Context: an optimization exercise on an open-source flow, tuned for small area and a short achievable clock period. The choices shown serve that exercise and are no tape-out recipe.
Only simulation tests tie the RTL to the original design; equivalence was not proved.
Power figures rest on the tool's default switching activity, not on a simulated workload.

Design ethTxTop, start of the top module:
module ethTxTop (
  input  logic   clkTx,
  input  logic   rst,
  input  logic   wbCyc,
  input  logic   wbStb,
  input  logic   wbWe,
  input  ethTxPkg::wbAddrT wbAdr,
  input  ethTxPkg::byteT   wbDatW,
  output ethTxPkg::byteT   wbDatR,
  output logic   wbAck,
  output logic   tdP,
  output logic   tdM
);
Size: about 8300 cells after synthesis, about 4300 flip-flops, about 34 I/O pins.
==> module frameRam, before the edit <==
module frameRam (
  input  logic    clkTx,
  input  logic    bufWrEn,
  input  ethTxPkg::bufAddrT bufWrAddr,
  input  ethTxPkg::byteT    bufWrData,
  input  logic    rdRestart,
  input  logic    rdAdvance,
  output ethTxPkg::byteT    bufRdData
);
  localparam int Stages = ethTxPkg::BufDepth;
  function automatic logic [8:0] inc9(input logic [8:0] x);
    logic [8:0] r;
    for (int i = 0; i < 9; i++)
    begin
      r[i] = x[i] ^ (&(x | ~((9'd1 << i) - 9'd1)));
    end
    inc9 = r;
  endfunction
  function automatic logic [8:0] add9(input logic [8:0] a, input logic [8:0] b);
    logic [8:0] g;
    logic [8:0] p;
    logic [9:0] c;
    g = a & b;
    p = a ^ b;
    for (int i = 0; i < 10; i++)
    begin
      c[i] = 1'b0;
      for (int j = 0; j < i; j++)
      begin
        c[i] = c[i] | (g[j] & (&(p | ~(((10'd1 << i) - 10'd1) & ~((10'd2 << j) - 10'd1)))));
      end
    end
    add9 = p ^ c[8:0];
  endfunction
  logic [8:0] t;
  logic [8:0] tNext;
  assign tNext = inc9(t);
  always_ff @(posedge clkTx)
  begin
    t <= tNext;
  end
  logic [8:0] wPos;
  logic [15:0] wStageHi;
  logic [15:0] wStageLo;
  logic [7:0] wPosHold;
  logic [7:0] wPosNext;
  logic       wGo;
  logic       wPend;
  ethTxPkg::byteT wHold;
  ethTxPkg::byteT wLane;
  assign wPos     = add9(bufWrAddr, t);
  assign wPosNext = wPend ? wPosHold : wPos[8:1];
  always_ff @(posedge clkTx)
  begin
    wStageHi <= 16'd1 << wPosNext[7:4];
    wStageLo <= 16'd1 << wPosNext[3:0];
  end
  always_ff @(posedge clkTx)
  begin
    wGo   <= 1'b0;
    wPend <= 1'b0;
    wLane <= '1;
    if (bufWrEn)
    begin
      wPosHold <= wPos[8:1];
      if (wPos[0])
      begin
        wGo   <= 1'b1;
        wLane <= bufWrData ^ {8{wPos[1]}};
      end
      else
      begin
        wPend <= 1'b1;
        wHold <= bufWrData ^ {8{wPos[1]}};
      end
    end
    else if (wPend)
    begin
      wGo   <= 1'b1;
      wLane <= wHold;
    end
  end
  ethTxPkg::byteT ring [Stages];
  genvar gi;
  generate
    for (gi = 0; gi < Stages; gi = gi + 2)
    begin : gPair
      logic hit;
      logic sel;
      logic selN;
      assign hit  = wStageHi[gi / 32] & wStageLo[(gi / 2) % 16];
      assign sel  = wGo & hit;
      assign selN = ~hit;
      always_ff @(posedge clkTx)
      begin
        ring[gi]     <= ~((ring[(gi + Stages - 1) % Stages] | {8{sel}}) & (wLane | {8{selN}}));
        ring[gi + 1] <= ring[gi];
      end
    end
  endgenerate
  logic [8:0] rPos;
  logic [8:0] rPos1;
  logic [8:0] rPos2;
  logic [8:0] rPosHiInc;
  ethTxPkg::byteT tap [Stages / 16];
  generate
    for (gi = 0; gi < Stages / 16; gi = gi + 1)
    begin : gTap
      assign tap[gi] = ring[16 * gi + 6];
    end
  endgenerate
  logic [8:0] rPosNext;
  logic       rHit;
  logic [7:0] rSelLo;
  logic [3:0] rSelHi;
  ethTxPkg::byteT rGroup [4];
  ethTxPkg::byteT rGroupQ [4];
  logic       rHitQ;
  logic [3:0] rSelHiQ;
  ethTxPkg::byteT rMux;
  assign rPos1     = inc9(rPos);
  assign rPosHiInc = inc9({1'b0, rPos[8:1]});
  assign rPos2     = {rPosHiInc[7:0], rPos[0]};
  always_comb
  begin
    if (rdRestart)
    begin
      rPosNext = tNext;
    end
    else if (rdAdvance)
    begin
      rPosNext = rPos2;
    end
    else
    begin
      rPosNext = rPos1;
    end
  end
  always_ff @(posedge clkTx)
  begin
    rPos   <= rPosNext;
    rHit   <= (rPosNext[3:0] == 4'd9);
    rSelLo <= 8'd1 << rPosNext[6:4];
    rSelHi <= 4'd1 << rPosNext[8:7];
  end
  always_comb
  begin
    for (int h = 0; h < 4; h++)
    begin
      rGroup[h] = '0;
      for (int i = 0; i < 8; i++)
      begin
        rGroup[h] = rGroup[h] | ({8{rSelLo[i]}} & tap[8 * h + i]);
      end
    end
  end
  always_ff @(posedge clkTx)
  begin
    for (int h = 0; h < 4; h++)
    begin
      rGroupQ[h] <= rGroup[h];
    end
    rHitQ   <= rHit;
    rSelHiQ <= rSelHi;
  end
  always_comb
  begin
    rMux = '0;
    for (int h = 0; h < 4; h++)
    begin
      rMux = rMux | ({8{rSelHiQ[h]}} & rGroupQ[h]);
    end
  end
  always_ff @(posedge clkTx)
  begin
    if (rHitQ)
    begin
      bufRdData <= rMux;
    end
  end
endmodule
make LEC_CHECK=0 CAP_MARGIN=20 CORE_MARGIN=2 CORE_UTILIZATION=55 CTS_CLUSTER_DIAMETER=60 CTS_CLUSTER_SIZE=30 SETUP_SLACK_MARGIN=2.2 SLEW_MARGIN=20 finish   # period 4.5 ns
run.sh (not shown) runs the stock make flow with config.mk's settings and CLKGATE_MAP_FILE= SYNTH_SCRIPT=/design/flow/synth_recipe.tcl, a recipe that flattens the netlist after the stock synthesis.
Rerun with:
--- a/flow/design.v
+++ b/flow/design.v
@@ -140,29 +140,22 @@
   end
   logic [8:0] wPos;
   logic [15:0] wStageHi;
   logic [15:0] wStageLo;
-  logic [7:0] wPosHold;
-  logic [7:0] wPosNext;
   logic       wGo;
   logic       wPend;
   ethTxPkg::byteT wHold;
   ethTxPkg::byteT wLane;
-  assign wPos     = add9(bufWrAddr, t);
-  assign wPosNext = wPend ? wPosHold : wPos[8:1];
-  always_ff @(posedge clkTx)
-  begin
-    wStageHi <= 16'd1 << wPosNext[7:4];
-    wStageLo <= 16'd1 << wPosNext[3:0];
-  end
+  assign wPos = add9(bufWrAddr, t);
   always_ff @(posedge clkTx)
   begin
     wGo   <= 1'b0;
     wPend <= 1'b0;
     wLane <= '1;
     if (bufWrEn)
     begin
-      wPosHold <= wPos[8:1];
+      wStageHi <= 16'd1 << wPos[8:5];
+      wStageLo <= 16'd1 << wPos[4:1];
       if (wPos[0])
       begin
         wGo   <= 1'b1;
         wLane <= bufWrData ^ {8{wPos[1]}};
=> Worst setup slack got worse by 0.075 ns. Design area decreases by 0.44%. Power increases by 19%. Routed wire length increases by 1.1%. First-iteration DRC count decreases by 6.1%. Sequential cell count decreases by 8. Synthesized area stays flat.

-- re-timing with driven ports --
How much do the figures lean on ideal ports? The routed layouts below were timed once more, with nothing changed but the port constraints. Step 1 sets driving cells, clkbuf_16 on the clock port and buf_2 on the other inputs (assumed; they add their load-dependent delay and slew). Step 2, shift: input delay + t, output delay - t, t = (earliest + latest rising clock arrival at the registers) / 2. This alone moves slack from input paths to output paths. Slacks: no drivers / after step 1 / after step 2; pairs: no drivers / after step 1.
run | t, ns | slack for setup (ns) | worst hold slack (ns) | worst register clock-pin slew, ns
the first run | 0.944 | 2.269 / 2.195 / 1.408 | 0.302 / 0.302 / 0.302 | 0.11 / 0.11
the second run | 0.946 | 2.194 / 2.182 / 1.387 | 0.307 / 0.307 / 0.307 | 0.11 / 0.11
After both steps every run listed still meets setup and hold. The setup slack of the first run, which loses most, moves by -0.074 ns with the drivers and by -0.861 ns with both steps.
